Context: an optimization exercise on an open-source flow, tuned for small area, a short achievable clock period and few clock cycles per item. The choices shown serve that exercise and are no tape-out recipe. RTL that was checked went through simulation tests only; none was proved equivalent to the original. The RTL of runs 1 to 3 was laid out without a check of its function. Power is estimated from default activity; no workload was simulated.

==> design.v <==
package pcs_pkg;
    localparam int MAX_WIDTH_DEF  = 256;
    localparam int MAX_HEIGHT_DEF = 64;
    localparam int NUM_CHARS_DEF  = 7;
    localparam int IMG_W_W      = 9;
    localparam int IMG_H_W      = 7;
    localparam int ROW_THR_W    = 9;
    localparam int COL_THR_W    = 7;
    localparam int CFG_DATA_W   = 9;
    localparam int CFG_INDEX_W  = 3;
    localparam logic [CFG_INDEX_W-1:0] REG_IMAGE_WIDTH   = 3'd0;
    localparam logic [CFG_INDEX_W-1:0] REG_IMAGE_HEIGHT  = 3'd1;
    localparam logic [CFG_INDEX_W-1:0] REG_ROW_THRESHOLD = 3'd2;
    localparam logic [CFG_INDEX_W-1:0] REG_COL_THRESHOLD = 3'd3;
    localparam logic [IMG_W_W-1:0]   IMAGE_WIDTH_RST   = 9'd256;
    localparam logic [IMG_H_W-1:0]   IMAGE_HEIGHT_RST  = 7'd64;
    localparam logic [ROW_THR_W-1:0] ROW_THRESHOLD_RST = 9'd10;
    localparam logic [COL_THR_W-1:0] COL_THRESHOLD_RST = 7'd5;
    localparam int PIXEL_W      = 8;
    localparam int CHAR_INDEX_W = 3;
    localparam int LEFT_W       = 8;
    localparam int TOP_W        = 7;
    localparam int BOX_WIDTH_W  = 9;
    localparam int BOX_HEIGHT_W = 7;
    typedef struct packed {
        logic start;
        logic eval;
    } scan_ctl_t;
    typedef struct packed {
        logic busy;
        logic done;
        logic report;
    } scan_stat_t;
endpackage
module pcs_ring #(
    parameter int DW = 6
) (
    input  logic          aclk,
    input  logic [7:0]    wm1,    
    input  logic [DW-1:0] din,    
    output logic [DW-1:0] head
);
    logic [254:0][DW-1:0] sr;
    logic [7:0][DW-1:0]   seg_in;
    logic [7:0]           wm2;
    logic                 w_one;
    logic [DW-1:0]        tail_reg;
    logic [DW-1:0]        head_reg;
    logic [DW-1:0]        head_in;
    always_ff @(posedge aclk) begin
        wm2   <= wm1 - 8'd1;
        w_one <= (wm1 == 8'd0);
    end
    always_comb begin
        seg_in[7] = tail_reg;
        for (int k = 6; k >= 0; k--) begin
            seg_in[k] = wm2[k+1] ? sr[(2 << (k+1)) - 2] : seg_in[k+1];
        end
        head_in = wm2[0] ? sr[0] : seg_in[0];
    end
    always_ff @(posedge aclk) begin
        for (int k = 0; k < 8; k++) begin
            sr[(1 << k) - 1] <= seg_in[k];
            for (int i = (1 << k); i < (2 << k) - 1; i++) begin
                sr[i] <= sr[i-1];
            end
        end
        tail_reg <= din;
        head_reg <= w_one ? din : head_in;
    end
    assign head = head_reg;
endmodule
import pcs_pkg::*;
module projection_char_segmenter #(
    parameter int MAX_WIDTH  = pcs_pkg::MAX_WIDTH_DEF,
    parameter int MAX_HEIGHT = pcs_pkg::MAX_HEIGHT_DEF,
    parameter int NUM_CHARS  = pcs_pkg::NUM_CHARS_DEF
) (
    input  logic                                aclk,
    input  logic                                aresetn,
    input  logic                                s_valid,
    output logic                                s_ready,
    input  logic [pcs_pkg::PIXEL_W-1:0]         s_pixel,
    output logic                                m_valid,
    input  logic                                m_ready,
    output logic [pcs_pkg::CHAR_INDEX_W-1:0]    m_char_index,
    output logic [pcs_pkg::LEFT_W-1:0]          m_left,
    output logic [pcs_pkg::TOP_W-1:0]           m_top,
    output logic [pcs_pkg::BOX_WIDTH_W-1:0]     m_box_width,
    output logic [pcs_pkg::BOX_HEIGHT_W-1:0]    m_box_height,
    output logic                                m_last,
    input  logic                                cfg_valid,
    output logic                                cfg_ready,
    input  logic [pcs_pkg::CFG_INDEX_W-1:0]     cfg_index,
    input  logic [pcs_pkg::CFG_DATA_W-1:0]      cfg_data
);
    localparam logic [1:0] SC_IDLE = 2'd0;
    localparam logic [1:0] SC_SCAN = 2'd1;
    localparam logic [1:0] SC_TAIL = 2'd2;
    logic [7:0] wm1_reg;
    logic [5:0] hm1_reg;
    logic [8:0] rt_reg;
    logic [6:0] ct_reg;
    always_ff @(posedge aclk) begin
        if (!aresetn) begin
            wm1_reg <= 8'd255;
            hm1_reg <= 6'd63;
            rt_reg  <= ROW_THRESHOLD_RST;
            ct_reg  <= COL_THRESHOLD_RST;
        end else if (cfg_valid) begin
            case (cfg_index)
                REG_IMAGE_WIDTH: begin
                    if (cfg_data == 9'd0)        wm1_reg <= 8'd0;
                    else if (cfg_data > 9'd256)  wm1_reg <= 8'd255;
                    else                         wm1_reg <= 8'(cfg_data - 9'd1);
                end
                REG_IMAGE_HEIGHT: begin
                    if (cfg_data[6:0] == 7'd0)       hm1_reg <= 6'd0;
                    else if (cfg_data[6:0] > 7'd64)  hm1_reg <= 6'd63;
                    else                             hm1_reg <= 6'(cfg_data[6:0] - 7'd1);
                end
                REG_ROW_THRESHOLD: rt_reg <= cfg_data;
                REG_COL_THRESHOLD: ct_reg <= cfg_data[6:0];
                default: begin
                end
            endcase
        end
    end
    assign cfg_ready = 1'b1;
    logic [5:0] head;
    logic [5:0] ring_din;
    logic [7:0] hcol_reg;     
    logic [7:0] hcol_inc;     
    pcs_ring #(.DW(6)) u_ring (
        .aclk (aclk),
        .wm1  (wm1_reg),
        .din  (ring_din),
        .head (head)
    );
    assign hcol_inc = (hcol_reg == wm1_reg) ? 8'd0 : hcol_reg + 8'd1;
    logic [1:0] sc_reg;
    logic [7:0] sx_reg;       
    logic       inside_reg;
    logic [2:0] k_reg;        
    logic [7:0] cur_left;
    logic       pend_reg;     
    logic       m_valid_reg;
    logic [2:0] m_idx_reg;
    logic [7:0] m_left_reg;
    logic [7:0] m_width_reg;
    logic       m_last_reg;
    logic       img_end;      
    logic       s_al;
    logic       rise;
    logic       fall;
    logic       adv;
    logic       scan_end;
    logic       load;
    logic [7:0] load_left;
    logic [7:0] load_width;
    logic       tail_end;
    logic       mv_next;
    logic       spend_next;
    logic [7:0] sx_next;
    logic       inside_next;
    always_comb begin
        s_al     = (sc_reg == SC_SCAN) && (sx_reg == hcol_reg);
        rise     = !inside_reg && head[1];
        fall     = inside_reg && head[0];
        adv      = s_al && !(fall && m_valid_reg && !m_ready);
        scan_end = adv && ((sx_reg == wm1_reg) || (fall && (k_reg == 3'd6)));
        tail_end = 1'b0;
        load     = 1'b0;
        load_left  = cur_left;
        load_width = sx_reg - cur_left;
        if (sc_reg == SC_SCAN) begin
            load = adv && fall;
        end else if (sc_reg == SC_TAIL) begin
            load       = !m_valid_reg || m_ready;
            load_left  = inside_reg ? cur_left : 8'd0;
            load_width = 8'd0;
            tail_end   = load && (k_reg == 3'd6);
        end
        mv_next     = load || (m_valid_reg && !m_ready);
        spend_next  = img_end || ((sc_reg == SC_SCAN) && !scan_end);
        sx_next     = img_end ? 8'd0 : (adv ? sx_reg + 8'd1 : sx_reg);
        if (img_end) begin
            inside_next = 1'b0;
        end else if (adv && rise) begin
            inside_next = 1'b1;
        end else if ((adv && fall) || (sc_reg == SC_TAIL)) begin
            inside_next = 1'b0;
        end else begin
            inside_next = inside_reg;
        end
    end
    always_ff @(posedge aclk) begin
        if (!aresetn) begin
            sc_reg      <= SC_IDLE;
            sx_reg      <= '0;
            inside_reg  <= 1'b0;
            k_reg       <= '0;
            m_valid_reg <= 1'b0;
        end else begin
            sx_reg      <= sx_next;
            inside_reg  <= inside_next;
            m_valid_reg <= mv_next;
            if (img_end) begin
                sc_reg <= SC_SCAN;
                k_reg  <= '0;
            end else begin
                if (load) begin
                    k_reg <= k_reg + 3'd1;
                end
                if (scan_end) begin
                    sc_reg <= (fall && (k_reg == 3'd6)) ? SC_IDLE : SC_TAIL;
                end else if (tail_end) begin
                    sc_reg <= SC_IDLE;
                end
            end
        end
    end
    always_ff @(posedge aclk) begin
        if (adv && rise) begin
            cur_left <= sx_reg;
        end
        if (load) begin
            m_idx_reg   <= k_reg;
            m_left_reg  <= load_left;
            m_width_reg <= load_width;
            m_last_reg  <= (k_reg == 3'd6);
        end
    end
    assign m_valid      = m_valid_reg;
    assign m_char_index = m_idx_reg;
    assign m_left       = m_left_reg;
    assign m_box_width  = {1'b0, m_width_reg};
    assign m_last       = m_last_reg;
    localparam int QD  = 4;
    localparam int QCW = $clog2(QD + 1);
    logic           s_ready_reg;
    logic           acc;
    logic [QD-1:0]  q_reg;        
    logic [QCW-1:0] qn_reg;       
    logic [QCW-1:0] qn_left;
    logic [7:0]     pc_reg;       
    logic [5:0]     pr_reg;       
    logic           last_col;
    logic           last_row;
    logic           at_start;
    logic           relabel;
    logic           row0_ok;
    logic           use_px;       
    assign acc = s_valid && s_ready_reg;
    always_comb begin
        last_col = (pc_reg == wm1_reg);
        last_row = (pr_reg == hm1_reg);
        at_start = (pc_reg == 8'd0) && (pr_reg == 6'd0);
        relabel  = at_start && !spend_next;
        row0_ok  = (pr_reg != 6'd0) || !spend_next || (pc_reg != sx_next)
                   || !inside_next || !mv_next;
        use_px   = (qn_reg != '0) && (relabel || (hcol_inc == pc_reg)) && row0_ok
                   && !(last_col && last_row && pend_reg);
        qn_left  = qn_reg - QCW'(use_px);
    end
    always_ff @(posedge aclk) begin
        if (!aresetn) begin
            s_ready_reg <= 1'b0;
            qn_reg      <= '0;
            pc_reg      <= '0;
            pr_reg      <= '0;
            hcol_reg    <= '0;
            pend_reg    <= 1'b0;
        end else begin
            s_ready_reg <= acc ? (qn_left < QCW'(QD - 1)) : (qn_left < QCW'(QD));
            qn_reg      <= qn_left + QCW'(acc);
            hcol_reg    <= (use_px && relabel) ? 8'd0 : hcol_inc;
            if (use_px && last_col && last_row) begin
                pend_reg <= 1'b1;
            end else if (m_valid_reg && m_ready && m_last_reg) begin
                pend_reg <= 1'b0;
            end
            if (use_px) begin
                if (last_col) begin
                    pc_reg <= '0;
                    pr_reg <= last_row ? 6'd0 : pr_reg + 6'd1;
                end else begin
                    pc_reg <= pc_reg + 8'd1;
                end
            end
        end
    end
    always_ff @(posedge aclk) begin
        for (int i = 0; i < QD; i++) begin
            if (acc && (QCW'(i) == qn_left)) begin
                q_reg[i] <= |s_pixel;
            end else if (use_px) begin
                q_reg[i] <= (i < QD - 1) ? q_reg[(i < QD - 1) ? i + 1 : i] : 1'b0;
            end
        end
    end
    assign s_ready = s_ready_reg;
    logic use_q;
    logic fg_q;
    logic row0_q;
    logic lastrow_q;
    logic rowend_q;
    logic rowstart_q;
    logic inhalf_q;
    always_ff @(posedge aclk) begin
        if (!aresetn) begin
            use_q <= 1'b0;
        end else begin
            use_q <= use_px;
        end
        fg_q       <= q_reg[0];
        row0_q     <= (pr_reg == 6'd0);
        lastrow_q  <= last_row;
        rowend_q   <= last_col;
        rowstart_q <= (pc_reg == 8'd0);
        inhalf_q   <= ({pr_reg, 1'b0} <= ({1'b0, hm1_reg} + 7'd1));
    end
    logic [5:0] col_base;
    logic [6:0] col_sum;
    logic [8:0] racc_reg;
    logic [8:0] row_sum;
    assign col_base = row0_q ? 6'd0 : head;
    assign col_sum  = {1'b0, col_base} + 7'(fg_q);
    assign row_sum  = (rowstart_q ? 9'd0 : racc_reg) + 9'(fg_q);
    assign img_end  = use_q && lastrow_q && rowend_q;
    always_comb begin
        if (!use_q) begin
            ring_din = head;
        end else if (lastrow_q) begin
            ring_din = {4'd0, (col_sum > 7'(ct_reg)), (col_sum < 7'(ct_reg))};
        end else begin
            ring_din = col_sum[5:0];
        end
    end
    logic rv_q;      
    logic rgt_q;
    logic rlt_q;
    logic rhalf_q;
    logic rfirst_q;
    logic rlast_q;
    always_ff @(posedge aclk) begin
        if (!aresetn) begin
            rv_q <= 1'b0;
        end else begin
            rv_q <= use_q && rowend_q;
        end
        if (use_q) begin
            racc_reg <= row_sum;
        end
        rgt_q    <= row_sum > rt_reg;
        rlt_q    <= row_sum < rt_reg;
        rhalf_q  <= inhalf_q;
        rfirst_q <= row0_q;
        rlast_q  <= lastrow_q;
    end
    logic [5:0] top_acc;
    logic [6:0] band_acc;
    logic [5:0] top_sum;
    logic [6:0] band_sum;
    logic [5:0] m_top_reg;
    logic [6:0] m_band_reg;
    assign top_sum  = (rfirst_q ? 6'd0 : top_acc) + 6'(rhalf_q && rlt_q);
    assign band_sum = (rfirst_q ? 7'd0 : band_acc) + 7'(rgt_q);
    always_ff @(posedge aclk) begin
        if (rv_q) begin
            top_acc  <= top_sum;
            band_acc <= band_sum;
            if (rlast_q) begin
                m_top_reg  <= top_sum;
                m_band_reg <= band_sum;
            end
        end
    end
    assign m_top        = {1'b0, m_top_reg};
    assign m_box_height = m_band_reg;
endmodule
==> run.sh <==
#!/bin/bash
# synth_recipe.tcl (not shown) runs the flow's synth.tcl, then flattens the netlist and writes it again
# the make line also repeats each setting of config.mk as NAME=value (left out here)
make -C /OpenROAD-flow-scripts/flow DESIGN_CONFIG=/design/flow/config.mk WORK_HOME=/design/flow/orfs CLKGATE_MAP_FILE= SYNTH_SCRIPT=/design/flow/synth_recipe.tcl finish
==> config.mk <==
export PLATFORM = sky130hd
export DESIGN_NAME = projection_char_segmenter
export DESIGN_NICKNAME = projection_char_segmenter
export VERILOG_FILES = /design/flow/design.v
export SDC_FILE = /design/flow/constraint.sdc
export NUM_CORES = 4
export LEC_CHECK = 0
export CAP_MARGIN = 20
export CORE_MARGIN = 2
export CORE_UTILIZATION = 65
export CTS_BUF_LIST = sky130_fd_sc_hd__clkbuf_8
export CTS_CLUSTER_SIZE = 30
export SETUP_SLACK_MARGIN = 4.4
export SLEW_MARGIN = 20
export TNS_END_PERCENT = 100
==> constraint.sdc <==
create_clock -name core_clock -period 7.0 [get_ports {aclk}]
set_input_delay 1.4000 -clock core_clock [delete_from_list [all_inputs] [get_ports {aclk}]]
set_output_delay 1.4000 -clock core_clock [all_outputs]
set_load 0.01 [all_outputs]
==> reports/metrics.cfg, run 1 <==
[status]
status=failed layout checks
so_faults=antenna rules

[timing]
hold_slack_ns=0.257
min_period_over_period_pct=60.1
setup-violations-final=0
worstMarginPinSlew_ns=0.871
drv_slew=0
finalSetupTns_ns=0
slew-limit-headroom_pct=41.9
fmax_ghz=0.238
period_needed_ns=4.21
rsz0062_at_grt=yes
setup_slack_ns=2.79
finClkSkew_ns=0.0732
hold_violations=0

[synthesis]
synth_xor_xnor_area_share_pct=2.32
synth_top_family_by_area=simple AND/OR/NAND/NOR gates
synth_top_flop_cell=dfxtp_1
synthSimpleGateAreaFrac_pct=4.57
netlist.area_leader.share_pct=80.7
synthAdderAreaFrac_pct=1.68
ys_types=73
ys_seq_elements=1703
synth_warnings=2
synthMuxAreaShare_pct=1.48
synth_enable_flop_cells=67
syn_area_um2=40600
synth_compound_area_share_pct=3.08
async_reset_ff_share_pct=0
yosys-top-cells-area=dfxtp_1 81%, edfxtp_1 5.0%, ha_1 1.6%, xnor2_1 1.1%, xor2_1 1.1%
avgSynthCellArea_um2=15.6
postSynthCellCount=2597
yosys.area.top_type=dfxtp_1
synth-seq-area-share_pct=85.6

[clocking]
cts_hold_buf=0
root_buffer=clkbuf_8
cts_buffers=223
cts_buffer_depth=3
cts_max_level=4
clkSinkCount=1703
cts_tree=done
clock_latency_ns=0.88
cts.clk_slew.worst_paths_ns=0.08

[final_layout]
postLayoutCellArea_um2=47800
area_growth_pct=17.8
fin_util_pct=77.5
layout-drive-gt1-share_pct=18.8
largest_reg_flops=1530
nets=2943

[setup_path]
r2r_start=sx_reg[1]$_SDFF_PN0_
path_buf_inv=3
crit_slowest_cell=or3_4
end_kind=register
slowest_delay_ns=0.42
r2r_slack_ns=2.92
worst_setup_path_start_kind=input pin
crit_fanout=4
cp-startpoint=m_ready
crit_family=simple AND/OR/NAND/NOR gates
worstPathRequired_ns=7.58
r2r_cells=16
worstPathCellList=buf_8 > and4b_1 > or3_4 > nor4_4 > mux2_4 > or4_4 > o211a_4 > o41ai_4 > inv_2 > ha_4 > ha_4 > xnor2_4 > nand2_2 > inv_2 > nand3_2 > mux2_4
critPathKind=in -> reg
arrival_ns=4.78
reg2reg_to=q_reg[1]$_DFFE_PP_

[min_path]
min_to=u_ring.sr[85]$_DFF_P_
min_path_type=reg -> reg
holdPathStages=0
hold_path_startpoint=u_ring.sr[79]$_DFF_P_

[grt]
grt_pass1_wl_mm=118
grt_max_degree=40
grt_pass1_vias=20500
antenna_found_initial=3
grt.overflow.total=0
grt_usage_pct=24.4

[floorplanning]
io_pins=63
core_um2=61700
initial_core_util_pct=65.8
die_y_um=254
die_w_um=254
fp-row-count=91
dieArea_um2=64500

[power]
powerDensity_nw_per_um2=393
p_leak_nw=19.5
ir_drop_uv=269

[detailed_routing]
avgViaCountPerCell=4.82
vias=18800
drc=0
wirelength_mm=76.4
drtPass1Iterations=5
ant_nets=1
drt-initial-drc-count=1121
wl_per_cell_um=19.6

[place]
portBuffers=59
pre_cts_ws_ns=1.05
place_area_um2=42200
hpwl_mm=38.0
globalplace.congestion=0.806

[job]
drv_cap=0

worst max-delay path by stage:
stage                    endpoint  cells past startpoint
2_1_floorplan  q_reg[2]$_DFFE_PP_                     15
3_3_place_gp   q_reg[2]$_DFFE_PP_                     16
3_5_place_dp   q_reg[2]$_DFFE_PP_                     16
4_1_cts        q_reg[2]$_DFFE_PP_                     16
5_1_grt        q_reg[1]$_DFFE_PP_                     18
6_report       q_reg[1]$_DFFE_PP_                     16
final cells by class:
cell class	instances	area (um^2)
Multi-Input combinational cell	777	6040
Inverter	58	231
Antenna cell	7	17.5
Clock buffer	301	4140
Sequential cell	1703	34800
Fill cell	3113	13900
Clock inverter	110	721
Timing Repair Buffer	101	823
Tap cell	837	1050
kinds of logic (layout without fill, tap and decap cells):
group,after synthesis,in the layout
flops,1703,1703
simple gates,369,370
compound gates,192,192
mux,52,52
xor+xnor,106,106
buf+inv,119,570
other cells,2,10
fa+ha+maj,54,54
cell usage after synthesis, types with 18 or more instances:
cell type	number
clkbuf_1	42
xnor2_1	53
dfxtp_1	1636
nand2_1	81
a21oi_1	57
nor2b_1	19
nor2_1	89
edfxtp_1	67
xor2_1	52
and3_1	21
mux2_2	35
inv_1	58
nand3_1	53
o21ai_0	42
nand4_1	18
ha_1	53
routing by layer:
layer  track usage (%)  routed length, um  up-vias
li1                  -                  -     9080
met1              31.3              33600     9214
met2              41.9              38800      357
met3              5.19               2800      113
met4              6.87               1200        0
met5                 0                  0        -
power by group:
part,total (W),internal [W],switching (W)
Clock,0.00775,0.00400,0.00375
Sequential,0.0101,0.00996,0.000139
Combinational,0.000959,0.000480,0.000479
worst reg2reg max path, delay by kind of cell, from the launching register on:
family / cells / cell delay, ns
multiplexers: 2 / 0.57
XOR/XNOR: 2 / 0.32
flip-flops: 1 / 0.51
AO/OA/AOI/OAI: 2 / 0.58
AND/OR/NAND/NOR: 5 / 0.96
buffers and inverters: 2 / 0.18
adder cells (fa/ha/maj): 3 / 0.70
per-stage QoR:
step,cells,total power (W)
final,3894,0.0188
after global routing,3889,0.0194
after CTS,3873,0.0187
after detailed placement,3435,0.0109
after global placement,3435,0.0109
after floorplan,2598,0.0108
cell usage in the layout, fill, tap and decap left out, types with 18 or more instances in the layout:
master           instances
edfxtp_1                67
buf_2                   29
a21oi_1                 50
xnor2_1                 46
xor2_1                  52
mux2_4                  38
ha_1                    43
inv_1                  128
and3_1                  20
clkdlybuf4s50_1         23
buf_4                   31
nand2_1                 77
o21ai_0                 26
nand3_1                 46
dfxtp_1               1612
dfxtp_2                 19
nand4_1                 18
clkbuf_8               301
nor2_1                  82
timing repair:
item,in CTS,in global routing
endpoints found under the setup margin,109,99
gates cloned,1,0
buffers inserted,26,14
gates resized for setup,253,54
pin swaps,27,30
==> run 2, diff against run 1 <==
--- a/design.v
+++ b/design.v
@@ -43,19 +43,28 @@
     logic [254:0][DW-1:0] sr;
     logic [7:0][DW-1:0]   seg_in;
-    logic [7:0]           wm2;
+    logic [7:0]           wm3;
     logic                 w_one;
+    logic                 w_two;
     logic [DW-1:0]        tail_reg;
+    logic [DW-1:0]        mid_reg;
     logic [DW-1:0]        head_reg;
+    logic [DW-1:0]        mid_in;
     logic [DW-1:0]        head_in;
     always_ff @(posedge aclk) begin
-        wm2   <= wm1 - 8'd1;
+        wm3   <= (wm1 >= 8'd2) ? wm1 - 8'd2 : 8'd0;
         w_one <= (wm1 == 8'd0);
+        w_two <= (wm1 == 8'd1);
     end
     always_comb begin
         seg_in[7] = tail_reg;
-        for (int k = 6; k >= 0; k--) begin
-            seg_in[k] = wm2[k+1] ? sr[(2 << (k+1)) - 2] : seg_in[k+1];
+        for (int k = 6; k >= 4; k--) begin
+            seg_in[k] = wm3[k+1] ? sr[(2 << (k+1)) - 2] : seg_in[k+1];
         end
-        head_in = wm2[0] ? sr[0] : seg_in[0];
+        mid_in = w_two ? din : (wm3[4] ? sr[(2 << 4) - 2] : seg_in[4]);
+        seg_in[3] = mid_reg;
+        for (int k = 2; k >= 0; k--) begin
+            seg_in[k] = wm3[k+1] ? sr[(2 << (k+1)) - 2] : seg_in[k+1];
+        end
+        head_in = w_one ? din : (wm3[0] ? sr[0] : seg_in[0]);
     end
     always_ff @(posedge aclk) begin
@@ -67,5 +76,6 @@
         end
         tail_reg <= din;
-        head_reg <= w_one ? din : head_in;
+        mid_reg  <= mid_in;
+        head_reg <= head_in;
     end
     assign head = head_reg;
@@ -258,6 +268,7 @@
         at_start = (pc_reg == 8'd0) && (pr_reg == 6'd0);
         relabel  = at_start && !spend_next;
-        row0_ok  = (pr_reg != 6'd0) || !spend_next || (pc_reg != sx_next)
-                   || !inside_next || !mv_next;
+        row0_ok  = (pr_reg != 6'd0) || !((sc_reg == SC_SCAN) || img_end)
+                   || !((pc_reg == sx_reg) || (pc_reg == sx_reg + 8'd1))
+                   || !(inside_reg || (s_al && head[1])) || !m_valid_reg;
         use_px   = (qn_reg != '0) && (relabel || (hcol_inc == pc_reg)) && row0_ok
                    && !(last_col && last_row && pend_reg);
--- a/config.mk
+++ b/config.mk
@@ -8,6 +8,6 @@
 export CAP_MARGIN = 20
 export CORE_MARGIN = 2
-export CORE_UTILIZATION = 65
-export CTS_BUF_LIST = sky130_fd_sc_hd__clkbuf_8
+export CORE_UTILIZATION = 40
+export CTS_CLUSTER_DIAMETER = 60
 export CTS_CLUSTER_SIZE = 30
 export SETUP_SLACK_MARGIN = 4.4
==> run 2 against run 1 <==
  * Now clean on timing, DRC and antenna
  * Global-route usage down 13 points
  * Largest cell class unchanged
  * Highest routed layer is now met5
  * Combinational power up 7%
  * Hold slack improved by 0.046 ns
==> reports/metrics.cfg, run 2 <==
[setup_path]
cp-startpoint=m_ready
worst_setup_path_start_kind=input pin
r2r_start=sx_reg[1]$_SDFFE_PP0P_
critPathKind=in -> reg
arrival_ns=3.95
worstPathRequired_ns=7.57
end_kind=register
r2r_cells=18
crit_fanout=8

[place]
globalplace.congestion=0.796
hpwl_mm=35.2
place_area_um2=42400
portBuffers=59
pre_cts_ws_ns=1.98

[timing]
period_needed_ns=3.38
finalSetupTns_ns=0
drv_slew=0
fmax_ghz=0.296
rsz0062_at_grt=yes
setup_slack_ns=3.62
worstMarginPinSlew_ns=0.879
hold_violations=0
min_period_over_period_pct=48.3
finClkSkew_ns=0.0447
setup-violations-final=0
slew-limit-headroom_pct=40.8
hold_slack_ns=0.303

[floorplanning]
core_um2=100000
io_pins=63
dieArea_um2=104000
die_y_um=322
die_w_um=322
initial_core_util_pct=40.4
fp-row-count=116

[clocking]
cts_buffers=90
cts_hold_buf=0
cts_buffer_depth=3
clkSinkCount=1710
cts_tree=done
cts.clk_slew.worst_paths_ns=0.10
clock_latency_ns=0.68
root_buffer=clkbuf_16
cts_max_level=3

[synthesis]
async_reset_ff_share_pct=0
ys_types=67
netlist.area_leader.share_pct=81.3
ys_top_cells_by_count=1,643 x dfxtp_1, 101 x nand2_1, 93 x nor2_1
synth_enable_flop_cells=67
synth-seq-area-share_pct=86.3
synth_top_flop_cell=dfxtp_1
yosys.area.top_type=dfxtp_1
avgSynthCellArea_um2=15.7
syn_area_um2=40400
postSynthCellCount=2580
synth_warnings=2
ys_seq_elements=1710
yosys-top-cells-area=dfxtp_1 81%, edfxtp_1 5.0%, xnor2_1 1.7%, ha_1 1.6%, mux2_2 1.1%
yosysMostFrequentCell=dfxtp_1

[detailed_routing]
vias=17200
wl_per_cell_um=14.3
drt-initial-drc-count=762
drtPass1Iterations=5
drc=0
wirelength_mm=58.5
ant_nets=0
avgViaCountPerCell=4.20

[power]
combPwrFrac_pct=5.9
p_leak_nw=18.4
clkPwrFrac_pct=34.7
p_seq_share_pct=59.5
intPower_w=0.0135
switchingPower_w=0.00401
swShare_pct=23.0
ir_drop_uv=277
powerDensity_nw_per_um2=373

[grt]
grt_max_degree=45
grt_pass1_wl_mm=94.7
antenna_found_initial=10
grt_usage_pct=11.4
grt.overflow.total=0
grt_pass1_vias=17300

[job]
drv_cap=0

[final_layout]
layout-drive-gt1-share_pct=15.5
postLayoutCellArea_um2=46800
fillCellCount=8571
largest_reg_flops=1530
nets=2811
final_common_cell=dfxtp_1
layout_common_cells=1,606 x dfxtp_1, 95 x nand2_1, 92 x clkbuf_16
area_growth_pct=15.7

[status]
status=no timing/DRC/antenna violations

[min_path]
hold_path_startpoint=u_ring.sr[337]$_DFF_P_
min_path_type=reg -> reg
holdPathStages=0

run 2: final timing paths:
kind / to / slack, ns
max reg2reg: pc_reg[6]$_SDFFE_PN0P_ / 3.63
min reg2reg: u_ring.sr[343]$_DFF_P_ / 0.30
min: u_ring.sr[343]$_DFF_P_ / 0.30
max: pc_reg[6]$_SDFFE_PN0P_ / 3.62
run 2: area by class of cell:
type                    count  area (um^2)  share of cell area (%)
diodes                      3         7.51                  0.0160
clock buffers              98         2360                    5.06
clock inverters            65          845                    1.81
inverters                  59          236                   0.506
multi-input cells         749         5670                    12.1
flip-flops and latches   1710        35000                    74.9
well taps                1298         1620                    3.47
repair buffers            123         1010                    2.16
run 2: stage by stage:
stage / instances / power (W) / util (%)
4_1_cts: 4082 / 0.0175 / 46.2
2_1_floorplan: 2581 / 0.0110 / -
3_3_place_gp: 3878 / 0.0112 / 42.4
6_report: 4105 / 0.0175 / 46.7
5_1_grt: 4105 / 0.0182 / 46.7
3_5_place_dp: 3878 / 0.0112 / 42.4
run 2: layer usage:
layer | track usage (%) | up-vias | part of all wire (%)
met5 | 0 | - | 0.097
met3 | 2.80 | 108 | 5.4
li1 | - | 8623 | -
met4 | 3.97 | 8 | 2.4
met1 | 16.8 | 8210 | 52
met2 | 16.3 | 296 | 40
run 2: logic make-up (layout without fill, tap and decap cells):
kind of cell,count (synthesis),in the layout,synth area share (%)
DFF,1710,1710,86.3
and+or+nand+nor,367,368,4.38
AOI/OAI and AO/OA,165,165,2.50
buffers and inverters,123,345,1.36
xor gates and xnor gates,110,110,2.42
adders and majority gates,55,55,1.71
muxes,48,48,1.31
other,2,6,0.0186
run 2: timing repair:
action | CTS | global route
setup endpoints to repair | 101 | 116
pin swaps | 33 | 37
gates resized for setup | 263 | 82
buffers inserted | 40 | 20
gates cloned | 1 | 0
run 2: critical path, cell delays in order:
cell           delay, ns
dlygate4sd2_1       0.26
nand2b_4            0.17
nor2_2              0.05
nor4_4              0.16
nand2_1             0.12
a21o_1              0.23
o21ai_4             0.09
nand2_4             0.10
buf_4               0.15
buf_6               0.10
buf_6               0.10
buf_6               0.10
buf_6               0.10
buf_4               0.12
buf_8               0.13
or4_4               0.42
a21oi_2             0.13
run 2: power groups by stage:
stage	clock network [W]	logic, W	registers, W
after floorplan	0	0.000513	0.0105
after global placement	0	0.000609	0.0106
after detailed placement	0	0.000628	0.0106
after CTS	0.00626	0.000830	0.0104
after global routing	0.00663	0.00111	0.0104
final	0.00605	0.00103	0.0104
==> run 3, diff against run 2 <==
--- a/config.mk
+++ b/config.mk
@@ -8,7 +8,7 @@
 export CAP_MARGIN = 20
 export CORE_MARGIN = 2
-export CORE_UTILIZATION = 40
-export CTS_CLUSTER_DIAMETER = 60
-export CTS_CLUSTER_SIZE = 30
+export CORE_UTILIZATION = 55
+export CTS_CLUSTER_DIAMETER = 80
+export CTS_CLUSTER_SIZE = 24
 export SETUP_SLACK_MARGIN = 4.4
 export SLEW_MARGIN = 20
==> run 3 against run 2 <==
  * Still clean on timing, DRC and antenna
  * Cell count shrank 9.4%
  * Power decreased by 6.1%
  * Synthesized area unchanged
  * First-iteration DRC count grew 13%
  * Global-route usage increased by 4.1 points
  * Sequential cell count is the same
  * Hold slack improved by 0.016 ns
  * Synthesized cell count stayed put
  * Worst setup slack worse by 0.0025 ns
  * Highest routed layer unchanged
==> reports/metrics.cfg, run 3 <==
[place]
pre_cts_ws_ns=2.12
portBuffers=59
globalplace.congestion=0.789
dp.cells=3538
place_area_um2=42000
hpwl_mm=33.2

[grt]
grt_pass1_vias=17200
grt_pass1_wl_mm=92.7
grt_max_degree=33
grt.overflow.total=0
grt_usage_pct=15.5
antenna_found_initial=2

[final_layout]
postLayoutCellArea_um2=45600
multi_input_area_um2=5710
final_common_cell=dfxtp_1
nets=2816
area_growth_pct=12.7
layout_common_cells=1,607 x dfxtp_1, 96 x nand2_1, 86 x nor2_1
register_area_um2=35000
fillCellCount=5338
layout-drive-gt1-share_pct=13.9
finalNonFillerCells=3721
largest_reg_flops=1530

[synthesis]
synth_compound_area_share_pct=2.50
yosys-top-cells-area=dfxtp_1 81%, edfxtp_1 5.0%, xnor2_1 1.7%, ha_1 1.6%, mux2_2 1.1%
synth_top_flop_cell=dfxtp_1
avgSynthCellArea_um2=15.7
ys_seq_elements=1710
ys_types=67
ys_top_cells_by_count=1,643 x dfxtp_1, 101 x nand2_1, 93 x nor2_1
synthAdderAreaFrac_pct=1.71
synth_xor_xnor_area_share_pct=2.42
synth_warnings=2
syn_area_um2=40400
postSynthCellCount=2580
yosysMostFrequentCell=dfxtp_1
synth_enable_flop_cells=67
synth-seq-area-share_pct=86.3
yosys.area.top_type=dfxtp_1
synthMuxAreaShare_pct=1.31
async_reset_ff_share_pct=0
netlist.area_leader.share_pct=81.3
synth_top_family_by_area=simple AND/OR/NAND/NOR gates
synthSimpleGateAreaFrac_pct=4.38

[detailed_routing]
ant_nets=0
wl_per_cell_um=15.4
vias=17100
avgViaCountPerCell=4.60
drt-initial-drc-count=862
drc=0
drtPass1Iterations=5
wirelength_mm=57.2

[clocking]
clkSinkCount=1710
cts_tree=done
cts_max_level=3
clock_latency_ns=0.66
cts.clk_slew.worst_paths_ns=0.10
cts_buffer_depth=3
root_buffer=clkbuf_16
cts_hold_buf=0
cts_buffers=82

[timing]
setup-violations-final=0
rsz0062_at_grt=yes
worstMarginPinSlew_ns=0.889
setup_slack_ns=3.62
drv_slew=0
finalSetupTns_ns=0
hold_violations=0
period_needed_ns=3.38
finClkSkew_ns=0.0359
fmax_ghz=0.296
min_period_over_period_pct=48.3
slew-limit-headroom_pct=40.6

[floorplanning]
core_um2=72800
die_y_um=275
io_pins=63
initial_core_util_pct=55.5
fp-row-count=99
dieArea_um2=75700
die_w_um=275

[power]
p_leak_nw=18.1
total_power_w=0.0164
powerDensity_nw_per_um2=359
ir_drop_uv=289

[status]
status=no timing/DRC/antenna violations

[setup_path]
arrival_ns=3.81
end_kind=register
r2r_slack_ns=3.62
r2r_cells=15
critPathCapture=q_reg[1]$_DFFE_PP_
r2r_start=sx_reg[7]$_SDFFE_PP0P_
crit_fanout=2
critPathKind=reg -> reg
worstPathRequired_ns=7.42
cp-startpoint=sx_reg[7]$_SDFFE_PP0P_
worst_setup_path_start_kind=register
reg2reg_to=q_reg[1]$_DFFE_PP_

[min_path]
holdPathStages=0
min_path_type=reg -> reg

[job]
drv_cap=0

-- run 3: cell count changes in the layout (fill, tap and decap cells not counted), sizes merged --
cell	delta
clkinv	-19
clkdlybuf4s15	-1
bufinv	-2
dlymetal6s2s	-3
clkdlybuf4s50	+2
buf	+15
inv	-31
clkinvlp	-4
diode	-2
-- run 3: final cells by class --
cell class              count  area share (%)
clock buffers              98            4.73
repair buffers            136            2.44
multi-input cells         749            12.5
flip-flops and latches   1710            76.8
well taps                 959            2.63
inverters                  59           0.519
clock inverters             9           0.343
diodes                      1         0.00549
-- run 3: logic make-up (layout without fill, tap and decap cells) --
logic type | Yosys count | count (layout)
AO/OA/AOI/OAI | 165 | 165
XOR/XNOR | 110 | 110
adder cells (fa/ha/maj) | 55 | 55
buffers and inverters | 123 | 302
flip-flops | 1710 | 1710
multiplexers | 48 | 48
other | 2 | 4
AND/OR/NAND/NOR | 367 | 368
-- run 3: what timing repair did --
item,CTS,global route
endpoints found under the hold margin,0,0
buffers inserted,65,9
pin swaps,41,27
gates cloned,1,0
resized for setup,308,71
setup endpoints to repair,92,106
-- run 3: worst min-delay path by stage --
stage | slack [ns] | from | end
6_report | 0.32 | u_ring.sr[133]$_DFF_P_ | u_ring.sr[139]$_DFF_P_
5_1_grt | 0.32 | u_ring.sr[133]$_DFF_P_ | u_ring.sr[139]$_DFF_P_
4_1_cts | 0.31 | u_ring.sr[133]$_DFF_P_ | u_ring.sr[139]$_DFF_P_
3_3_place_gp | 0.31 | u_ring.sr[352]$_DFF_P_ | u_ring.sr[358]$_DFF_P_
3_5_place_dp | 0.31 | u_ring.sr[96]$_DFF_P_ | u_ring.sr[102]$_DFF_P_
2_1_floorplan | 0.31 | inhalf_q$_DFF_P_ | rhalf_q$_DFF_P_
-- run 3: layer usage --
metal	up-vias	routed length, um	GRT usage [%]
li1	8588	-	-
met1	8133	29700	23.2
met2	286	23300	22.4
met3	100	2440	3.04
met4	2	1690	5.96
met5	-	13	0
-- run 3: worst max-delay path, cell delays in order, from the launching register on --
cell and delay [ns]:
dfxtp_4 0.37, xnor2_2 0.14, or3_1 0.35, a2111o_1 0.43, a311oi_4 0.27, o211a_1 0.27, nor2_4 0.07, nand2_4 0.12
inv_8 0.04, ha_4 0.15, ha_4 0.17, xnor2_4 0.18, nand2_2 0.10, inv_1 0.12, nand3_2 0.10, mux2_2 0.27
-- run 3: report_power, final --
part | total (W) | switching, W | internal (W)
registers | 0.0104 | 0.000182 | 0.0102
logic | 0.000979 | 0.000485 | 0.000494
clock network | 0.00504 | 0.00282 | 0.00222
-- run 3: metrics by stage --
step | utilization [%] | hold slack, ns
2_1_floorplan | - | 0.310
3_3_place_gp | 57.7 | 0.310
3_5_place_dp | 57.7 | 0.312
4_1_cts | 62.1 | 0.311
5_1_grt | 62.6 | 0.318
6_report | 62.6 | 0.319
==> run 4, diff against run 3 <==
--- a/design.v
+++ b/design.v
@@ -140,6 +140,8 @@
     logic [5:0] head;
     logic [5:0] ring_din;
-    logic [7:0] hcol_reg;     
-    logic [7:0] hcol_inc;     
+    logic [7:0] qlag_reg;
+    logic       q_al_reg;     
+    logic [7:0] slag_reg;
+    logic       s_al_reg;     
     pcs_ring #(.DW(6)) u_ring (
         .aclk (aclk),
@@ -148,5 +150,4 @@
         .head (head)
     );
-    assign hcol_inc = (hcol_reg == wm1_reg) ? 8'd0 : hcol_reg + 8'd1;
     logic [1:0] sc_reg;
     logic [7:0] sx_reg;       
@@ -175,5 +176,5 @@
     logic       inside_next;
     always_comb begin
-        s_al     = (sc_reg == SC_SCAN) && (sx_reg == hcol_reg);
+        s_al     = (sc_reg == SC_SCAN) && s_al_reg;
         rise     = !inside_reg && head[1];
         fall     = inside_reg && head[0];
@@ -209,4 +210,6 @@
             sc_reg      <= SC_IDLE;
             sx_reg      <= '0;
+            slag_reg    <= '0;
+            s_al_reg    <= 1'b0;
             inside_reg  <= 1'b0;
             k_reg       <= '0;
@@ -215,4 +218,11 @@
             sx_reg      <= sx_next;
             inside_reg  <= inside_next;
+            if (img_end || adv || (slag_reg == wm1_reg)) begin
+                slag_reg <= '0;
+                s_al_reg <= 1'b1;
+            end else begin
+                slag_reg <= slag_reg + 8'd1;
+                s_al_reg <= 1'b0;
+            end
             m_valid_reg <= mv_next;
             if (img_end) begin
@@ -248,10 +258,10 @@
     assign m_last       = m_last_reg;
     localparam int QD  = 4;
-    localparam int QCW = $clog2(QD + 1);
     logic           s_ready_reg;
     logic           acc;
     logic [QD-1:0]  q_reg;        
-    logic [QCW-1:0] qn_reg;       
-    logic [QCW-1:0] qn_left;
+    logic [QD-1:0]  qt_reg;       
+    logic [QD-1:0]  q_wr;         
+    logic [QD-1:0]  q_wr_pop;     
     logic [7:0]     pc_reg;       
     logic [5:0]     pr_reg;       
@@ -271,20 +281,35 @@
                    || !((pc_reg == sx_reg) || (pc_reg == sx_reg + 8'd1))
                    || !(inside_reg || (s_al && head[1])) || !m_valid_reg;
-        use_px   = (qn_reg != '0) && (relabel || (hcol_inc == pc_reg)) && row0_ok
+        use_px   = qt_reg[0] && (relabel || q_al_reg) && row0_ok
                    && !(last_col && last_row && pend_reg);
-        qn_left  = qn_reg - QCW'(use_px);
+        for (int i = 0; i < QD; i++) begin
+            q_wr[i]     = !qt_reg[i] && ((i == 0) || qt_reg[(i > 0) ? i - 1 : 0]);
+            q_wr_pop[i] = (i < QD - 1) ? q_wr[(i < QD - 1) ? i + 1 : i] : 1'b0;
+        end
     end
     always_ff @(posedge aclk) begin
         if (!aresetn) begin
             s_ready_reg <= 1'b0;
-            qn_reg      <= '0;
+            qt_reg      <= '0;
             pc_reg      <= '0;
             pr_reg      <= '0;
-            hcol_reg    <= '0;
+            qlag_reg    <= '0;
+            q_al_reg    <= 1'b0;
             pend_reg    <= 1'b0;
         end else begin
-            s_ready_reg <= acc ? (qn_left < QCW'(QD - 1)) : (qn_left < QCW'(QD));
-            qn_reg      <= qn_left + QCW'(acc);
-            hcol_reg    <= (use_px && relabel) ? 8'd0 : hcol_inc;
+            if (use_px) begin
+                s_ready_reg <= !(acc && qt_reg[QD-1]);
+                qt_reg      <= acc ? qt_reg : (qt_reg >> 1);
+            end else begin
+                s_ready_reg <= acc ? !qt_reg[QD-2] : !qt_reg[QD-1];
+                qt_reg      <= acc ? {qt_reg[QD-2:0], 1'b1} : qt_reg;
+            end
+            if (use_px || (qlag_reg == wm1_reg)) begin
+                qlag_reg <= '0;
+                q_al_reg <= 1'b1;
+            end else begin
+                qlag_reg <= qlag_reg + 8'd1;
+                q_al_reg <= 1'b0;
+            end
             if (use_px && last_col && last_row) begin
                 pend_reg <= 1'b1;
@@ -304,8 +329,12 @@
     always_ff @(posedge aclk) begin
         for (int i = 0; i < QD; i++) begin
-            if (acc && (QCW'(i) == qn_left)) begin
+            if (use_px) begin
+                if (acc && q_wr_pop[i]) begin
+                    q_reg[i] <= |s_pixel;
+                end else begin
+                    q_reg[i] <= (i < QD - 1) ? q_reg[(i < QD - 1) ? i + 1 : i] : 1'b0;
+                end
+            end else if (acc && q_wr[i]) begin
                 q_reg[i] <= |s_pixel;
-            end else if (use_px) begin
-                q_reg[i] <= (i < QD - 1) ? q_reg[(i < QD - 1) ? i + 1 : i] : 1'b0;
             end
         end
==> run 4 against run 3 <==
  * Combinational power down about 80%
  * Power down 7.2%
  * Routed wire length down 5.5%
  * Clock power about the same
  * Sequential power down 4%
  * First-iteration DRC count down 11%
  * Sequential cell count up 11
  * Synthesized area up 0.16%
  * Cell count down 1.5%
  * Synthesized cell count down 0.74%
  * Clock-buffer cell count down 8
==> reports/metrics.cfg, run 4 <==
[setup_path]
slowest_delay_ns=0.51
critPathKind=reg -> reg
end_kind=register
worstPathRequired_ns=7.42
path_buf_inv=1
crit_family=simple AND/OR/NAND/NOR gates
worstPathCellList=inv_4 > ha_4 > or4b_4 > or4_4 > nor3_2 > a211o_2 > nand2_4 > nor2_4 > nand2_2 > mux2_4
r2r_slack_ns=4.30
worst_setup_path_start_kind=register
crit_fanout=5
r2r_start=pc_reg[1]$_SDFFE_PN0P_
reg2reg_to=q_reg[0]$_DFFE_PP_
arrival_ns=3.12
cp-startpoint=pc_reg[1]$_SDFFE_PN0P_
crit_slowest_cell=or4_4
r2r_cells=10

[grt]
grt_pass1_vias=16600
grt_usage_pct=14.5
antenna_found_initial=1
grt_pass1_wl_mm=87.9
grt_max_degree=36
grt.overflow.total=0

[floorplanning]
io_pins=63
dieArea_um2=75800
die_w_um=275
fp-row-count=99
core_um2=73000
initial_core_util_pct=55.5
die_y_um=275

[synthesis]
synth-seq-area-share_pct=86.6
netlist.area_leader.share_pct=81.9
yosys.area.top_type=dfxtp_1
yosys-top-cells-area=dfxtp_1 82%, edfxtp_1 4.7%, ha_1 1.5%, xnor2_1 1.4%, xor2_1 1.1%
avgSynthCellArea_um2=15.8
synth_enable_flop_cells=64
synth_top_flop_cell=dfxtp_1
ys_seq_elements=1721
yosysMostFrequentCell=dfxtp_1
synth_warnings=2
syn_area_um2=40500
async_reset_ff_share_pct=0
postSynthCellCount=2561
ys_top_cells_by_count=1,657 x dfxtp_1, 96 x nor2_1, 89 x nand2_1
ys_types=63

[job]
drv_cap=0

[detailed_routing]
drt-initial-drc-count=770
wirelength_mm=54.0
wl_per_cell_um=14.7
drtPass1Iterations=5
ant_nets=0
drc=0
avgViaCountPerCell=4.54
vias=16700

[power]
p_leak_nw=17.9
powerDensity_nw_per_um2=337
ir_drop_uv=322

[timing]
finClkSkew_ns=0.0379
period_needed_ns=2.70
drv_slew=0
worstMarginPinSlew_ns=0.950
setup-violations-final=0
hold_violations=0
finalSetupTns_ns=0
rsz0062_at_grt=yes
slew-limit-headroom_pct=36.6
min_period_over_period_pct=38.5
fmax_ghz=0.371

[place]
hpwl_mm=31.6
portBuffers=59
place_area_um2=42100
globalplace.congestion=0.801

[final_layout]
final_common_cell=dfxtp_1
layout_common_cells=1,634 x dfxtp_1, 92 x nor2_1, 85 x nand2_1, 85 x clkbuf_16, 64 x edfxtp_1
largest_reg_flops=1530
nets=2767
layout-drive-gt1-share_pct=11.3
fillCellCount=5435
area_growth_pct=11.3
postLayoutCellArea_um2=45100
multi_input_area_um2=5440
register_area_um2=35100

[min_path]
min_path_type=reg -> reg
min_to=u_ring.sr[711]$_DFF_P_
hold_path_startpoint=u_ring.sr[705]$_DFF_P_
holdPathStages=0

[clocking]
clock_latency_ns=0.66
clkSinkCount=1721
cts_buffer_depth=3
root_buffer=clkbuf_16
cts_tree=done
cts.clk_slew.worst_paths_ns=0.09
cts_buffers=83
cts_max_level=3

[status]
status=no timing/DRC/antenna violations

run 4: layer usage:
layer / up-vias / GRT usage (%) / part of all wire [%]
li1: 8465 / - / -
met1: 7911 / 21.1 / 52
met2: 182 / 21.8 / 43
met3: 94 / 2.57 / 2.8
met4: 0 / 5.21 / 2.8
met5: - / 0 / 0
run 4: power breakdown:
part | internal (W) | total (W) | switching, W
clock | 0.00223 | 0.00506 | 0.00283
combinational | 0.0000945 | 0.000198 | 0.000103
sequential | 0.00991 | 0.00996 | 0.0000418
total | 0.0122 | 0.0152 | 0.00297
run 4: worst max path at each step:
| stage | endpoint | slack, ns | cells past startpoint |
|---|---|---|---|
| finish | q_reg[0]$_DFFE_PP_ | 4.30 | 10 |
| global route | qt_reg[2]$_SDFFE_PN0P_ | 4.23 | 11 |
| CTS | m_last | 4.26 | 1 |
| detailed placement | qt_reg[1]$_SDFFE_PN0P_ | 2.78 | 9 |
| global placement | qt_reg[1]$_SDFFE_PN0P_ | 2.83 | 9 |
| floorplan | q_reg[0]$_DFFE_PP_ | 4.07 | 8 |
run 4: what timing repair did:
item,4_1_cts,5_1_grt
setup endpoints to repair,141,84
pin swaps,21,34
buffers inserted,22,13
gates resized for setup,225,52
cloned,0,0
hold buffers,0,0
run 4: kinds of logic after synthesis:
family                   after synthesis  share of synthesized area [%]
AND/OR/NAND/NOR                      365                           4.42
multiplexers                          56                           1.50
flip-flops                          1721                           86.6
AO/OA/AOI/OAI                        144                           2.22
buffers and inverters                104                           1.05
adder cells (fa/ha/maj)               53                           1.64
other                                  2                         0.0185
XOR/XNOR                             116                           2.51
run 4: metrics by stage:
stage	hold slack (ns)	power, W	setup slack (ns)	instances	utilization (%)
global route	0.319	0.0158	4.23	3667	61.8
finish	0.301	0.0152	4.30	3667	61.8
floorplan	0.310	0.0103	4.07	2562	-
detailed placement	0.312	0.0104	2.78	3530	57.8
CTS	0.304	0.0154	4.26	3653	61.4
global placement	0.310	0.0103	2.83	3530	57.8
run 4: area by class of cell:
class	instances	area share, %
well taps	959	2.66
clock inverters	11	0.372
diodes	1	0.00555
inverters	49	0.430
clock buffers	90	4.76
flip-flops and latches	1721	77.9
repair buffers	99	1.78
multi-input cells	737	12.1
Testbench counts of run 4, summed over its fixed seeds: cycles 349,737, images 160.
==> run 5, diff against run 4 <==
--- a/config.mk
+++ b/config.mk
@@ -8,8 +8,9 @@
 export CAP_MARGIN = 20
 export CORE_MARGIN = 2
-export CORE_UTILIZATION = 55
+export CORE_UTILIZATION = 80
 export CTS_CLUSTER_DIAMETER = 80
 export CTS_CLUSTER_SIZE = 24
-export SETUP_SLACK_MARGIN = 4.4
+export PLACE_DENSITY = 0.86
+export SETUP_SLACK_MARGIN = 4.6
 export SLEW_MARGIN = 20
 export TNS_END_PERCENT = 100
==> run 5 against run 4 <==
  * The run now fails in clock tree synthesis (4_1_cts)
  * Synthesized cell count is the same
  * Synthesized area is the same
==> reports/metrics.cfg, run 5 <==
[clocking]
clkSinkCount=1721
cts-resized-gates=372
root_buffer=clkbuf_16
cts_buffer_depth=3
cts_buffers=81
cts_hold_buf=0
cts_max_level=3
cts_setup_buffers=45

[place]
hpwl_mm=49.7
globalplace.congestion=0.847
portBuffers=59

[synthesis]
async_reset_ff_share_pct=0
synth-seq-area-share_pct=86.6
syn_area_um2=40500
ys_types=63
yosysMostFrequentCell=dfxtp_1
synth_top_flop_cell=dfxtp_1
synth_enable_flop_cells=64
ys_top_cells_by_count=1,657 x dfxtp_1, 96 x nor2_1, 89 x nand2_1
ys_seq_elements=1721
yosys-top-cells-area=dfxtp_1 82%, edfxtp_1 4.7%, ha_1 1.5%, xnor2_1 1.4%, xor2_1 1.1%
postSynthCellCount=2561
yosys.area.top_type=dfxtp_1
synth_warnings=2
avgSynthCellArea_um2=15.8
netlist.area_leader.share_pct=81.9

[floorplanning]
initial_core_util_pct=80.9
die_w_um=229
die_y_um=229
io_pins=63
fp-row-count=82

[status]
status=stopped before the end
firstError=[ERROR DPL-0033] detailed placement checks failed during check placement.
haltStage=clock tree synthesis (4_1_cts)

-- run 5: per-stage QoR --
step / total power, W / cells / hold slack [ns] / area, um^2 / setup slack, ns
2_1_floorplan: 0.0103 / 2562 / 0.310 / 40700 / 4.07
3_5_place_dp: 0.0104 / 3242 / 0.312 / 41900 / 2.76
3_3_place_gp: 0.0103 / 3242 / 0.310 / 41900 / 2.81
-- run 5: cells by family after synthesis --
group,share of synthesized area (%)
adder cells (fa/ha/maj),1.64
other,0.0185
AND/OR/NAND/NOR,4.42
multiplexers,1.50
flip-flops,86.6
buffers and inverters,1.05
AO/OA/AOI/OAI,2.22
XOR/XNOR,2.51
-- run 5: power groups by stage --
| stage | registers (W) | logic (W) | clock network, W |
|---|---|---|---|
| detailed placement | 0.0102 | 0.000173 | 0 |
| global placement | 0.0102 | 0.000151 | 0 |
| floorplan | 0.0102 | 0.000121 | 0 |
-- run 5: how the worst min path moves through the flow --
stage                             from                       to  slack (ns)  cells after the start
3_5_place_dp   u_ring.sr[1150]$_DFF_P_  u_ring.sr[1156]$_DFF_P_        0.31                      0
2_1_floorplan         inhalf_q$_DFF_P_          rhalf_q$_DFF_P_        0.31                      0
3_3_place_gp     u_ring.sr[45]$_DFF_P_    u_ring.sr[51]$_DFF_P_        0.31                      0
==> run 6, diff against run 5 <==
--- a/config.mk
+++ b/config.mk
@@ -8,9 +8,9 @@
 export CAP_MARGIN = 20
 export CORE_MARGIN = 2
-export CORE_UTILIZATION = 80
+export CORE_UTILIZATION = 65
 export CTS_CLUSTER_DIAMETER = 80
 export CTS_CLUSTER_SIZE = 24
-export PLACE_DENSITY = 0.86
-export SETUP_SLACK_MARGIN = 4.6
+export PLACE_DENSITY = 0.72
+export SETUP_SLACK_MARGIN = 4.5
 export SLEW_MARGIN = 20
 export TNS_END_PERCENT = 100
==> run 6 against run 5 <==
  * Now clean on timing, DRC and antenna
  * Synthesized cell count stayed put
  * Synthesized area stayed put
==> reports/metrics.cfg, run 6 <==
[status]
status=no timing/DRC/antenna violations

[setup_path]
crit_family=flip-flops
worstPathCellList=buf_6
critPathKind=reg -> out
worstPathRequired_ns=5.60
path_buf_inv=1
arrival_ns=1.30
worst_setup_path_start_kind=register
slowest_delay_ns=0.49
crit_fanout=1
end_kind=output port
crit_slowest_cell=edfxtp_1

[clocking]
root_buffer=clkbuf_16
cts_buffers=82
cts_tree=done
cts_buffer_depth=3
clock_latency_ns=0.65
cts_hold_buf=0
cts_max_level=3
cts.clk_slew.worst_paths_ns=0.09
clkSinkCount=1721

[grt]
antenna_found_initial=0
grt_max_degree=35
grt_usage_pct=18.4
grt_pass1_vias=17400
grt_pass1_wl_mm=92.8
grt.overflow.total=0

[timing]
finalSetupTns_ns=0
setup_slack_ns=4.30
rsz0062_at_grt=yes
drv_slew=0
finClkSkew_ns=0.0265
worstMarginPinSlew_ns=0.860
fmax_ghz=0.371
slew-limit-headroom_pct=42.5
min_period_over_period_pct=38.6
period_needed_ns=2.70
hold_violations=0
setup-violations-final=0

[detailed_routing]
ant_nets=0
avgViaCountPerCell=4.75
vias=16800
drtPass1Iterations=5
drc=0
wirelength_mm=57.4
wl_per_cell_um=16.2
drt-initial-drc-count=946

[place]
portBuffers=59
pre_cts_ws_ns=2.88
globalplace.congestion=0.789
hpwl_mm=31.8
place_area_um2=42000

[final_layout]
diodes=0
final_common_cell=dfxtp_1
postLayoutCellArea_um2=44800
nets=2761
register_area_um2=35100
fin_util_pct=72.6
fillCellCount=3855
layout_common_cells=1,633 x dfxtp_1, 92 x nor2_1, 85 x nand2_1, 85 x clkbuf_16, 64 x edfxtp_1
area_growth_pct=10.6
largest_reg_flops=1530
layout-drive-gt1-share_pct=11.0
multi_input_area_um2=5420

[synthesis]
postSynthCellCount=2561
synth_top_flop_cell=dfxtp_1
yosys.area.top_type=dfxtp_1
synth_compound_area_share_pct=2.22
synthSimpleGateAreaFrac_pct=4.42
ys_top_cells_by_count=1,657 x dfxtp_1, 96 x nor2_1, 89 x nand2_1
synthMuxAreaShare_pct=1.50
syn_area_um2=40500
async_reset_ff_share_pct=0
netlist.area_leader.share_pct=81.9
synth_warnings=2
synth_top_family_by_area=simple AND/OR/NAND/NOR gates
synthAdderAreaFrac_pct=1.64
synth_xor_xnor_area_share_pct=2.51
synth_enable_flop_cells=64
ys_types=63
avgSynthCellArea_um2=15.8
synth-seq-area-share_pct=86.6
yosysMostFrequentCell=dfxtp_1
ys_seq_elements=1721
yosys-top-cells-area=dfxtp_1 82%, edfxtp_1 4.7%, ha_1 1.5%, xnor2_1 1.4%, xor2_1 1.1%

[min_path]
min_path_type=reg -> reg

[floorplanning]
fp-row-count=91
dieArea_um2=64300
io_pins=63
core_um2=61700
initial_core_util_pct=65.6
die_y_um=254
die_w_um=254

[job]
drv_cap=0

[power]
ir_drop_uv=215
powerDensity_nw_per_um2=339
p_leak_nw=17.8
total_power_w=0.0152

[run 6: cell counts after synthesis]
Identical to the previous run, type by type.
[run 6: final cells by class]
cell class / count / area share [%]
clock buffers: 95 / 4.83
inverters: 49 / 0.410
clock inverters: 8 / 0.223
well taps: 837 / 2.34
repair buffers: 93 / 1.65
flip-flops and latches: 1721 / 78.4
multi-input cells: 738 / 12.1
[run 6: what timing repair did]
action                     in CTS  in global routing
hold endpoints to repair        0                  0
setup buffers                  22                  9
setup endpoints to repair     116                 83
cloned                          1                  0
pin swaps                      36                 17
resized for setup             215                 49
[run 6: layer usage]
metal	vias to the layer above	wire length, um	global-route usage (%)
li1	8456	-	-
met1	8081	27300	25.5
met2	218	26900	29.8
met3	81	1990	3.11
met4	0	1240	5.87
met5	-	0	0
[run 6: report_power, final]
| part | total, W | leakage [nW] | internal (W) | switching [W] |
|---|---|---|---|---|
| combinational | 0.000179 | 2.79 | 0.0000883 | 0.0000909 |
| sequential | 0.00996 | 13.9 | 0.00992 | 0.0000455 |
| clock | 0.00504 | 1.11 | 0.00222 | 0.00282 |
[run 6: path summary, 6_finish.rpt]
kind                                                to                     start  depth (start not counted)  slack, ns
worst max-delay path                    m_box_width[2]  m_width_reg[2]$_DFFE_PP_                          1       4.30
worst min-delay path            u_ring.sr[313]$_DFF_P_    u_ring.sr[307]$_DFF_P_                          0       0.32
worst max register to register      q_reg[0]$_DFFE_PP_    pc_reg[0]$_SDFFE_PN0P_                         10       4.38
worst min register to register  u_ring.sr[313]$_DFF_P_    u_ring.sr[307]$_DFF_P_                          0       0.32
[run 6: cell families after synthesis]
| logic type | Yosys count |
|---|---|
| muxes | 56 |
| DFF | 1721 |
| AOI/OAI and AO/OA | 144 |
| and+or+nand+nor | 365 |
| buffers and inverters | 104 |
| xor gates and xnor gates | 116 |
| other | 2 |
| adders and majority gates | 53 |
[run 6: stage by stage]
stage / instances / hold slack [ns]
after floorplan: 2562 / 0.310
after global placement: 3406 / 0.310
after detailed placement: 3406 / 0.312
after CTS: 3532 / 0.321
after global routing: 3541 / 0.323
final: 3541 / 0.318
==> run 7, diff against run 6 <==
--- a/design.v
+++ b/design.v
@@ -266,6 +266,8 @@
     logic [7:0]     pc_reg;       
     logic [5:0]     pr_reg;       
-    logic           last_col;
-    logic           last_row;
+    logic           last_col;     
+    logic           last_row;     
+    logic           col0;         
+    logic           row0;         
     logic           at_start;
     logic           relabel;
@@ -274,9 +276,7 @@
     assign acc = s_valid && s_ready_reg;
     always_comb begin
-        last_col = (pc_reg == wm1_reg);
-        last_row = (pr_reg == hm1_reg);
-        at_start = (pc_reg == 8'd0) && (pr_reg == 6'd0);
-        relabel  = at_start && !spend_next;
-        row0_ok  = (pr_reg != 6'd0) || !((sc_reg == SC_SCAN) || img_end)
+        at_start = col0 && row0;
+        relabel  = at_start && !((sc_reg == SC_SCAN) || img_end);
+        row0_ok  = !row0 || !((sc_reg == SC_SCAN) || img_end)
                    || !((pc_reg == sx_reg) || (pc_reg == sx_reg + 8'd1))
                    || !(inside_reg || (s_al && head[1])) || !m_valid_reg;
@@ -294,4 +294,8 @@
             pc_reg      <= '0;
             pr_reg      <= '0;
+            last_col    <= 1'b0;
+            last_row    <= 1'b0;
+            col0        <= 1'b1;
+            row0        <= 1'b1;
             qlag_reg    <= '0;
             q_al_reg    <= 1'b0;
@@ -319,9 +323,18 @@
             if (use_px) begin
                 if (last_col) begin
-                    pc_reg <= '0;
-                    pr_reg <= last_row ? 6'd0 : pr_reg + 6'd1;
+                    pc_reg   <= '0;
+                    last_col <= (wm1_reg == 8'd0);
+                    col0     <= 1'b1;
+                    pr_reg   <= last_row ? 6'd0 : pr_reg + 6'd1;
+                    last_row <= last_row ? (hm1_reg == 6'd0) : ((pr_reg + 6'd1) == hm1_reg);
+                    row0     <= last_row;
                 end else begin
-                    pc_reg <= pc_reg + 8'd1;
+                    pc_reg   <= pc_reg + 8'd1;
+                    last_col <= ((pc_reg + 8'd1) == wm1_reg);
+                    col0     <= 1'b0;
                 end
+            end else begin
+                last_col <= (pc_reg == wm1_reg);
+                last_row <= (pr_reg == hm1_reg);
             end
         end
@@ -355,8 +368,8 @@
         end
         fg_q       <= q_reg[0];
-        row0_q     <= (pr_reg == 6'd0);
+        row0_q     <= row0;
         lastrow_q  <= last_row;
         rowend_q   <= last_col;
-        rowstart_q <= (pc_reg == 8'd0);
+        rowstart_q <= col0;
         inhalf_q   <= ({pr_reg, 1'b0} <= ({1'b0, hm1_reg} + 7'd1));
     end
--- a/config.mk
+++ b/config.mk
@@ -8,9 +8,9 @@
 export CAP_MARGIN = 20
 export CORE_MARGIN = 2
-export CORE_UTILIZATION = 65
+export CORE_UTILIZATION = 70
 export CTS_CLUSTER_DIAMETER = 80
 export CTS_CLUSTER_SIZE = 24
-export PLACE_DENSITY = 0.72
-export SETUP_SLACK_MARGIN = 4.5
+export PLACE_DENSITY = 0.78
+export SETUP_SLACK_MARGIN = 4.6
 export SLEW_MARGIN = 20
 export TNS_END_PERCENT = 100
==> run 7 against run 6 <==
  * Worst setup slack worse by 0.059 ns
  * Sequential power hardly changed
  * Utilization is 6.6 points higher
  * Hold slack worse by 0.017 ns
  * Final area is 2.0% higher
  * Die area is 6.1% lower
  * Global-route usage is 8.5 points higher
  * Sequential cell count is 4 higher
  * Combinational power is 21% higher
  * Non-clock buffer count is 34 higher
  * Power is 3.0% higher
==> reports/metrics.cfg, run 7 <==
[setup_path]
r2r_slack_ns=4.33
path_buf_inv=1
r2r_cells=12
critPathKind=reg -> out
worst_setup_path_start_kind=register
slowest_delay_ns=0.51
arrival_ns=1.36
crit_fanout=1
end_kind=output port
worstPathCellList=buf_6
crit_slowest_cell=edfxtp_1
worstPathRequired_ns=5.60
r2r_start=racc_reg[0]$_DFFE_PP_
reg2reg_to=rgt_q$_DFF_P_
crit_family=flip-flops

[power]
ir_drop_uv=344
intPower_w=0.0123
p_seq_share_pct=64.1
powerDensity_nw_per_um2=342
combPwrFrac_pct=1.4
clkPwrFrac_pct=34.5
swShare_pct=21.4
p_leak_nw=18.1
switchingPower_w=0.00335

[synthesis]
synth_warnings=2
ys_top_cells_by_count=1,661 x dfxtp_1, 97 x nor2_1, 86 x nand2_1
synth-seq-area-share_pct=86.0
yosys-top-cells-area=dfxtp_1 81%, edfxtp_1 4.7%, ha_1 1.5%, xor2_1 1.3%, mux2_2 1.2%
postSynthCellCount=2619
async_reset_ff_share_pct=0
synth_top_flop_cell=dfxtp_1
synth_enable_flop_cells=64
avgSynthCellArea_um2=15.6
netlist.area_leader.share_pct=81.3
ys_types=60
syn_area_um2=40900
yosysMostFrequentCell=dfxtp_1
yosys.area.top_type=dfxtp_1
ys_seq_elements=1725

[clocking]
cts_buffer_depth=3
root_buffer=clkbuf_16
cts_hold_buf=0
clock_latency_ns=0.67
cts_max_level=3
cts_tree=done
cts.clk_slew.worst_paths_ns=0.12
clkSinkCount=1725
cts_buffers=83

[grt]
grt_max_degree=26
grt_pass1_wl_mm=121
grt_pass1_vias=19700
grt.overflow.total=0
antenna_found_initial=6
grt_usage_pct=26.9

[min_path]
min_path_type=reg -> reg
hold_path_startpoint=u_ring.sr[567]$_DFF_P_
holdPathStages=0
min_to=u_ring.sr[573]$_DFF_P_

[timing]
min_period_over_period_pct=39.4
worstMarginPinSlew_ns=0.987
hold_violations=0
period_needed_ns=2.76
slew-limit-headroom_pct=34.1
hold_slack_ns=0.301
drv_slew=0
setup_slack_ns=4.24
fmax_ghz=0.363
finalSetupTns_ns=0
rsz0062_at_grt=yes
finClkSkew_ns=0.0358
setup-violations-final=0

[job]
drv_cap=0

[detailed_routing]
wirelength_mm=89.5
vias=19400
ant_nets=0
wl_per_cell_um=25.2
avgViaCountPerCell=5.45
drt-initial-drc-count=1708
drtPass1Iterations=6
drc=0

[final_layout]
area_growth_pct=11.7
postLayoutCellArea_um2=45700
layout-drive-gt1-share_pct=13.2
largest_reg_flops=1530
nets=2841
final_common_cell=dfxtp_1
layout_common_cells=1,636 x dfxtp_1, 88 x nor2_1, 86 x clkbuf_16

[floorplanning]
fp-row-count=88
die_y_um=246
die_w_um=246
core_um2=57700
dieArea_um2=60400
io_pins=63
initial_core_util_pct=70.9

[place]
pre_cts_ws_ns=3.18
portBuffers=59
globalplace.congestion=0.804
place_area_um2=42300
hpwl_mm=38.2

[status]
status=no timing/DRC/antenna violations

[run 7: what timing repair did]
| item | in CTS | in global routing |
|---|---|---|
| gates cloned | 3 | 3 |
| setup buffers | 31 | 29 |
| endpoints found under the setup margin | 114 | 93 |
| resized for setup | 247 | 66 |
| pin swaps | 26 | 29 |
[run 7: power by group through the flow]
stage | Clock [W] | Sequential, W | Combinational, W
after floorplan | 0 | 0.0102 | 0.000139
after global placement | 0 | 0.0102 | 0.000163
after detailed placement | 0 | 0.0102 | 0.000173
after CTS | 0.00533 | 0.0100 | 0.000193
after global routing | 0.00575 | 0.0100 | 0.000235
final | 0.00539 | 0.0100 | 0.000217
[run 7: cells by family after synthesis]
family          synth area share, %
xor+xnor                       2.44
buf+inv                        1.14
fa+ha+maj                      1.60
flops                          86.0
other cells                  0.0184
simple gates                   4.65
compound gates                 2.47
mux                            1.73
[run 7: final cells by class]
type,count,area (um^2)
Timing Repair Buffer,127,1140
Multi-Input combinational cell,781,5850
Clock buffer,95,2140
Clock inverter,11,170
Timing Repair inverter,1,5.00
Inverter,47,180
Sequential cell,1725,35200
Fill cell,2802,12000
Antenna cell,3,7.51
Tap cell,765,957
[run 7: worst max path at each step]
stage | startpoint | endpoint | depth (start not counted)
2_1_floorplan | rowstart_q$_DFF_P_ | rgt_q$_DFF_P_ | 14
3_3_place_gp | aresetn | qlag_reg[0]$_SDFF_PP0_ | 6
3_5_place_dp | aresetn | qlag_reg[2]$_SDFF_PP0_ | 6
4_1_cts | m_left_reg[4]$_DFFE_PP_ | m_left[4] | 1
5_1_grt | m_left_reg[4]$_DFFE_PP_ | m_left[4] | 1
6_report | m_left_reg[4]$_DFFE_PP_ | m_left[4] | 1
[run 7: per-layer routing]
layer	routed length (um)	track usage (%)
met1	35200	34.9
met2	44300	45.7
met3	5160	4.14
met4	4730	10.3
met5	8	0
[run 7: stage by stage]
step | power, W | util, % | std cells
3_3_place_gp | 0.0104 | 73.4 | 3380
6_report | 0.0156 | 79.2 | 3555
2_1_floorplan | 0.0103 | - | 2620
3_5_place_dp | 0.0104 | 73.4 | 3380
5_1_grt | 0.0160 | 79.2 | 3552
4_1_cts | 0.0155 | 78.3 | 3520
Testbench counts of run 7, summed over its fixed seeds: cycles 349,737, images 160.

[static timing again, ports no longer ideal]
The results above use ideal ports. As a check the final layouts listed here were re-extracted and re-timed, cells and wires unchanged. Step 1 (the two cells are an assumption about what drives the block):
set clk [get_ports {aclk}]
set_driving_cell -lib_cell sky130_fd_sc_hd__clkbuf_16 $clk
set_driving_cell -lib_cell sky130_fd_sc_hd__buf_2 [delete_from_list [all_inputs] $clk]
Step 2 adds t to the input delays and takes it off the output delays; t is the mean of the earliest and latest rising clock arrival at the registers after step 1. Input paths then give back, and output paths get back, about the clock's delay inside the block. Slacks: ideal / step 1 / step 2; pairs: ideal / step 1.
run | shift t [ns] | setup slack, ns | pins driven straight from the clock port
run 1 | 0.903 | 2.795 / 2.796 / 1.893 | 1
run 2 | 0.722 | 3.621 / 3.635 / 2.939 | 1
run 3 | 0.705 | 3.619 / 3.619 / 3.167 | 1
run 4 | 0.703 | 4.304 / 4.267 / 3.664 | 1
run 6 | 0.698 | 4.301 / 4.238 / 3.826 | 1
run 7 | 0.715 | 4.243 / 4.179 / 4.013 | 1
The setup slack of run 1, which loses most, moves by +0.001 ns with the drivers and by -0.902 ns with both steps.
